Background: an optimization exercise with open tools, aiming at small area and a short achievable clock period. Do not read the settings as production practice. In this exercise RTL edits were held to simulation tests only and were not proved equivalent to the original. Power and IR drop assume default switching activity.

--- design.v ---
package regfile_pkg;
    localparam int unsigned XLEN_DEF  = 32;
    localparam int unsigned NREG_DEF  = 32;
    localparam int unsigned MAX_PORTS = 32;
    typedef logic [4:0] regaddr_t;
    localparam regaddr_t ZERO_REG = 5'd0;
endpackage
import regfile_pkg::*;
module regfile_scoreboard #(
    parameter int unsigned NREG = regfile_pkg::NREG_DEF,
    parameter int unsigned NWR  = 2,
    parameter int unsigned AW   = $clog2(NREG)
) (
    input  logic                    clk,
    input  logic                    rst_n,
    input  logic [NWR-1:0]          wr_en,
    input  logic [NWR-1:0][AW-1:0]  wr_addr,
    input  logic                    rsv_en,
    input  logic [AW-1:0]           rsv_addr,
    input  logic                    flush,
    output logic [NREG-1:0]         busy,
    output logic [AW:0]             busy_cnt
);
    logic [NREG-1:0] busy_q, busy_d;
    logic [AW:0]     cnt_q, cnt_d;
    logic            clr;
    always_comb begin
        busy_d = busy_q;
        cnt_d  = '0;
        clr    = 1'b0;
        for (int a = 1; a < NREG; a++) begin
            clr = 1'b0;
            for (int k = 0; k < NWR; k++) begin
                clr = clr | (wr_en[k] && (wr_addr[k] == AW'(a)));
            end
            if (flush) begin
                busy_d[a] = 1'b0;
            end else if (rsv_en && (rsv_addr == AW'(a))) begin
                busy_d[a] = 1'b1;
            end else if (clr) begin
                busy_d[a] = 1'b0;
            end
        end
        busy_d[0] = 1'b0;
        for (int a = 0; a < NREG; a++) begin
            cnt_d = cnt_d + (AW+1)'(busy_d[a]);
        end
    end
    always_ff @(posedge clk or negedge rst_n) begin
        if (!rst_n) begin
            busy_q <= '0;
            cnt_q  <= '0;
        end else begin
            busy_q <= busy_d;
            cnt_q  <= cnt_d;
        end
    end
    assign busy     = busy_q;
    assign busy_cnt = cnt_q;
endmodule
import regfile_pkg::*;
module regfile_mp #(
    parameter int unsigned XLEN   = regfile_pkg::XLEN_DEF,
    parameter int unsigned NREG   = regfile_pkg::NREG_DEF,
    parameter int unsigned NRD    = 2,
    parameter int unsigned NWR    = 2,
    parameter bit          BYPASS = 1'b1,
    parameter int unsigned AW     = $clog2(NREG)
) (
    input  logic                     clk,
    input  logic                     rst_n,
    input  logic [NRD-1:0][AW-1:0]   rd_addr,
    output logic [NRD-1:0][XLEN-1:0] rd_data,
    output logic [NRD-1:0]           rd_busy,
    input  logic [NWR-1:0]           wr_en,
    input  logic [NWR-1:0][AW-1:0]   wr_addr,
    input  logic [NWR-1:0][XLEN-1:0] wr_data,
    input  logic                     rsv_en,
    input  logic [AW-1:0]            rsv_addr,
    input  logic                     flush,
    output logic [AW:0]              busy_cnt
);
    logic [XLEN-1:0] mem_q [NREG];
    logic [NWR-1:0]  wr_ok;
    logic [NREG-1:0] busy;
    logic [NWR-1:0]  req, gnt;
    logic [XLEN-1:0] byp;
    function automatic logic [MAX_PORTS-1:0] prio_onehot(input logic [MAX_PORTS-1:0] req);
        logic [MAX_PORTS-1:0] gnt;
        gnt = '0;
        for (int i = 0; i < MAX_PORTS; i++) begin
            if (req[i]) begin
                gnt    = '0;
                gnt[i] = 1'b1;
            end
        end
        prio_onehot = gnt;
    endfunction
    function automatic logic addr_ok(input logic [AW-1:0] a);
        addr_ok = (a != AW'(ZERO_REG)) && (32'(a) < NREG);
    endfunction
    always_comb begin
        for (int k = 0; k < NWR; k++) begin
            wr_ok[k] = wr_en[k] && addr_ok(wr_addr[k]);
        end
    end
    always_ff @(posedge clk or negedge rst_n) begin
        if (!rst_n) begin
            for (int i = 0; i < NREG; i++) begin
                mem_q[i] <= '0;
            end
        end else begin
            for (int k = 0; k < NWR; k++) begin
                if (wr_ok[k]) begin
                    mem_q[wr_addr[k]] <= wr_data[k];
                end
            end
        end
    end
    always_comb begin
        rd_data = '0;
        rd_busy = '0;
        req     = '0;
        gnt     = '0;
        byp     = '0;
        for (int p = 0; p < NRD; p++) begin
            for (int k = 0; k < NWR; k++) begin
                req[k] = wr_ok[k] && (wr_addr[k] == rd_addr[p]);
            end
            gnt = NWR'(prio_onehot(MAX_PORTS'(req)));
            byp = '0;
            for (int k = 0; k < NWR; k++) begin
                byp = byp | ({XLEN{gnt[k]}} & wr_data[k]);
            end
            if (addr_ok(rd_addr[p])) begin
                if (BYPASS && (req != '0)) begin
                    rd_data[p] = byp;
                end else begin
                    rd_data[p] = mem_q[rd_addr[p]];
                end
                rd_busy[p] = busy[rd_addr[p]] && !(BYPASS && (req != '0));
            end
        end
    end
    regfile_scoreboard #(
        .NREG (NREG),
        .NWR  (NWR),
        .AW   (AW)
    ) u_scoreboard (
        .clk      (clk),
        .rst_n    (rst_n),
        .wr_en    (wr_en),
        .wr_addr  (wr_addr),
        .rsv_en   (rsv_en),
        .rsv_addr (rsv_addr),
        .flush    (flush),
        .busy     (busy),
        .busy_cnt (busy_cnt)
    );
endmodule
--- run.sh ---
#!/bin/bash
# synth_recipe.tcl (not shown) runs the flow's synth.tcl, then flattens the netlist and writes it again
# the make line also repeats each setting of config.mk as NAME=value (left out here)
make -C /OpenROAD-flow-scripts/flow DESIGN_CONFIG=/design/flow/config.mk WORK_HOME=/design/flow/orfs CLKGATE_MAP_FILE= SYNTH_SCRIPT=/design/flow/synth_recipe.tcl finish
--- config.mk ---
export PLATFORM = sky130hd
export DESIGN_NAME = regfile_mp
export DESIGN_NICKNAME = regfile_mp
export VERILOG_FILES = /design/flow/design.v
export SDC_FILE = /design/flow/constraint.sdc
export NUM_CORES = 4
export LEC_CHECK = 0
export CAP_MARGIN = 35
export CELL_PAD_IN_SITES_DETAIL_PLACEMENT = 1
export CELL_PAD_IN_SITES_GLOBAL_PLACEMENT = 2
export CORE_MARGIN = 2
export CORE_UTILIZATION = 30
export GPL_ROUTABILITY_DRIVEN = 1
export PLACE_DENSITY = 0.4
export SETUP_SLACK_MARGIN = 0.3
export SLEW_MARGIN = 35
--- constraint.sdc ---
create_clock -name core_clock -period 8.5 [get_ports {clk}]
set_input_delay 1.7000 -clock core_clock [delete_from_list [all_inputs] [get_ports {clk}]]
set_output_delay 1.7000 -clock core_clock [all_outputs]
set_load 0.01 [all_outputs]
==> results.txt <==
==> area by class of cell <==
| class | count | area (µm²) |
|---|---|---|
| fill | 24400 | 139000 |
| tap | 2854 | 3570 |
| clock inverter | 33 | 469 |
| timing repair buffer | 717 | 6580 |
| antenna | 85 | 213 |
| inverter | 52 | 195 |
| sequential | 1029 | 25700 |
| clock buffer | 208 | 4200 |
| multi-input combinational | 5317 | 36700 |
==> logic make-up (layout without fill, tap and decap cells) <==
logic type               count (synthesis)  after routing  share of synthesized area
other                                    0             85                          0
adder cells (fa/ha/maj)                 32             32                    0.00877
AO/OA/AOI/OAI                         2226           2226                      0.222
buffers and inverters                  933           1010                     0.0620
multiplexers                          1090           1090                      0.172
AND/OR/NAND/NOR                       1946           1946                      0.137
XOR/XNOR                                23             23                    0.00308
flip-flops                            1029           1029                      0.394
==> per-stage QoR <==
| stage | std cells | setup slack, ns | total power, mW |
|---|---|---|---|
| global route | 10200 | 0.932 | 18.8 |
| detailed placement | 9964 | 0.518 | 11.8 |
| global placement | 9945 | 0.411 | 11.7 |
| CTS | 10200 | 1.06 | 18.1 |
| finish | 10300 | 0.586 | 18.4 |
| floorplan | 7279 | 1.03 | 9.30 |
==> report_power, final <==
group	switching (mW)	internal [mW]	total, mW
Clock	2.65	3.71	6.35
Sequential	1.78	6.16	7.94
Combinational	2.44	1.63	4.08
Total	6.87	11.5	18.4
==> final timing paths <==
check / startpoint / endpoint / slack [ns]
min reg2reg: mem_q[2][26]$_DFF_PN0_ / mem_q[2][26]$_DFF_PN0_ / 0.58
max reg2reg: u_scoreboard.busy_q[15]$_DFF_PN0_ / u_scoreboard.cnt_q[4]$_DFF_PN0_ / 3.17
min: mem_q[2][26]$_DFF_PN0_ / mem_q[2][26]$_DFF_PN0_ / 0.58
max: rd_addr[0] / rd_data[11] / 0.59
max in group asynchronous: rst_n / mem_q[2][22]$_DFF_PN0_ / 5.79
min in group asynchronous: rst_n / mem_q[4][16]$_DFF_PN0_ / 0.84
==> placed cells by master (no fill, tap or decap), types with 23 or more instances in the layout <==
| master | instances |
|---|---|
| dfrtp_1 | 1029 |
| mux2i_1 | 1019 |
| a21oi_1 | 712 |
| nor2_1 | 691 |
| nand2_1 | 527 |
| a22oi_1 | 520 |
| buf_4 | 488 |
| o21ai_0 | 339 |
| a32oi_1 | 181 |
| clkdlybuf4s50_1 | 149 |
| clkbuf_16 | 147 |
| nand4_1 | 89 |
| diode_2 | 85 |
| nor3_1 | 84 |
| a22o_1 | 83 |
| nand3_1 | 82 |
| and3_1 | 78 |
| o21ai_1 | 76 |
| nor2_4 | 73 |
| o221ai_1 | 67 |
| nor4_1 | 54 |
| inv_1 | 50 |
| mux2_2 | 44 |
| nand2_4 | 32 |
| clkbuf_1 | 32 |
| buf_12 | 32 |
| clkbuf_8 | 29 |
| nand2b_1 | 27 |
| a2111oi_0 | 27 |
| a221oi_1 | 27 |
| o22ai_1 | 26 |
| a31oi_1 | 24 |
| mux4_2 | 23 |
| fa_1 | 23 |
==> state kept, by name (all words and copies together) (netlist names) <==
name                 cells
u_scoreboard.busy_q     31
u_scoreboard.cnt_q       6
mem_q                  992
==> Yosys cell counts (34+ instances only) <==
library cell,instances
a22o_1,83
a32oi_1,181
o21ai_0,339
nor2_1,749
mux2i_1,1019
mux2_2,44
inv_1,50
a21oi_1,712
nand2_1,562
dfrtp_1,1029
buf_2,214
nand3_1,90
buf_1,67
nand4_1,89
clkbuf_1,538
nor2b_1,34
nor3_1,92
nand2b_1,40
o21ai_1,76
o221ai_1,67
a22oi_1,520
buf_4,47
and3_1,79
nor4_1,57
==> layer usage <==
layer  part of all wire  GRT usage  vias to the layer above  wire, µm
met5            0.00080          0                        -       454
met1               0.38      0.622                    38700    219000
met3               0.13      0.200                     2142     71500
met2               0.40      0.687                     6691    228000
li1                   -          -                    26900         -
met4              0.089      0.375                       60     50900
==> critical path, cell delays in order <==
cell	delay (ns)
buf_6	0.46
nand2b_2	0.62
buf_4	0.37
nor2_4	0.20
buf_4	0.35
a22oi_1	0.24
nand4_1	0.10
a2111oi_0	0.95
a21oi_1	0.43
clkdlybuf4s50_1	0.59
==> impl_results.md <==
* H-tree levels at 4
* Worst Skew at 0.0106 ns
* WP data arrival at 6.21 ns
* Max Freq at 126 MHz
* Final net count at 7386
* Largest area contributor in the netlist: dfrtp_1
* Vias at 74500
* Area Overhead vs Synth at 18.8%
* Post-CTS setup buffers at 0
* Global-route wire length before repair at 731 mm
* Final Max Slew Viols at 0
* Min Hold Slack at 0.584 ns
* Initial cell density of the core at 0.301
* Layout cells sized above 1 at 0.144
* Cell Area, Placed at 72700 µm²
* Final Cycle Share at 0.931
* Peak VDD IR at 0.223 mV
* CP required at 6.80 ns
* Grt total ovfl at 0
* Largest cells by area after synthesis: dfrtp_1, mux2i_1, a22oi_1, a21oi_1, nor2_1
* Hold Crit Class: reg2reg
* Syn Nets at 7406
* GR Util All Layers at 0.499
* Least-Margin Pin Slew at 1.20 ns
* # Max-Cap Violations at 0
* Startpoint type of the worst setup path: input pin
* RSZ-0062 raised after global routing: false
* Vias in the first global route at 68600
* CTS root buffer: clkbuf_16
* Critical path type: in2out
* Initial DRC count at 12700
* Vias/cell at 7.23
* Outcome: complete, no violations
* DRC errors left at 0
* Detail Route Antenna Nets at 0
* Final instance area at 77700 µm²
* Yosys reg bits at 1029
* Layout Utilization at 0.358
* Drt pass-1 iters at 9
* CTS tree: yes
* Seq/Total Area, Yosys at 0.394
* CP endpoint kind: primary output
* Post-synth EDFFs at 0
* I/O pin total at 167
* CP max FO at 35
* Power Density at 236 nW/µm²
* Leakage at 34.3 nW
* Die W at 471 µm
* Largest net degree at the start of global routing at 135
* Yosys warns at 3
* DP Wirelength at 375 mm
* Drt wl/cell at 55.4 µm
* Final Hold Fails at 0
* Cell Rows at 171
* Reg clk slew, reported paths at 0.05 ns
* FFs w/ async S/R, synth at 1.00
* Die ar. at 222000 µm²
* Post_cts resized at 0
* DIE HEIGHT at 471 µm
* Mean Syn Cell Area at 8.98 µm²
* WHS Path Cells at 2
* Setup TNS Final at 0 ns
* CTS Buf Count at 142
* Final wirelength at 570 mm
* Initial antenna violation count at 98
* Port Buffers at 166
* Clock latency on the worst-skew pair at 0.83 ns
* Final worst path period need at 7.91 ns
* Synth Cell Area at 65400 µm²
* Endpoints failing setup at 0
* Syn Inst Count at 7279
* Max Root-Sink Buffers at 3
* Synth cell types at 95
* Yosys top cell area share at 0.394
* GP Congestion at 1.02
* Worst r2r path cells at 18
* Post-CTS Hold Buffers at 0
* Predominant post-synthesis flop cell: dfrtp_1
* Rel. slew slack at 0.180
* Clock sinks at 1029
* CORE AREA at 217000 µm²

==> what the ideal ports hide <==
Ports are ideal in the flow. The routed layout listed here was re-timed in OpenROAD. Step 1 sets driving cells, clkbuf_16 on the clock port and buf_2 on the other inputs (assumed; they add their load-dependent delay and slew). Step 2 adds t to the input delays and takes it off the output delays; t is the mean of the earliest and latest rising clock arrival at the registers after step 1. Input paths then give back, and output paths get back, about the clock's delay inside the block. a / b / c = no drivers / after step 1 / after step 2; a / b = the first two.
t (ns): 0.920
setup slack, ns: 0.586 / 0.545 / 0.430
hold WS [ns]: 0.584 / 0.584 / 0.584
worst data-port slew with drivers (ns): 0.42
After both steps setup and hold are still met in this run. For this run, drivers alone change the setup slack by -0.041 ns; drivers and shift together by -0.156 ns.
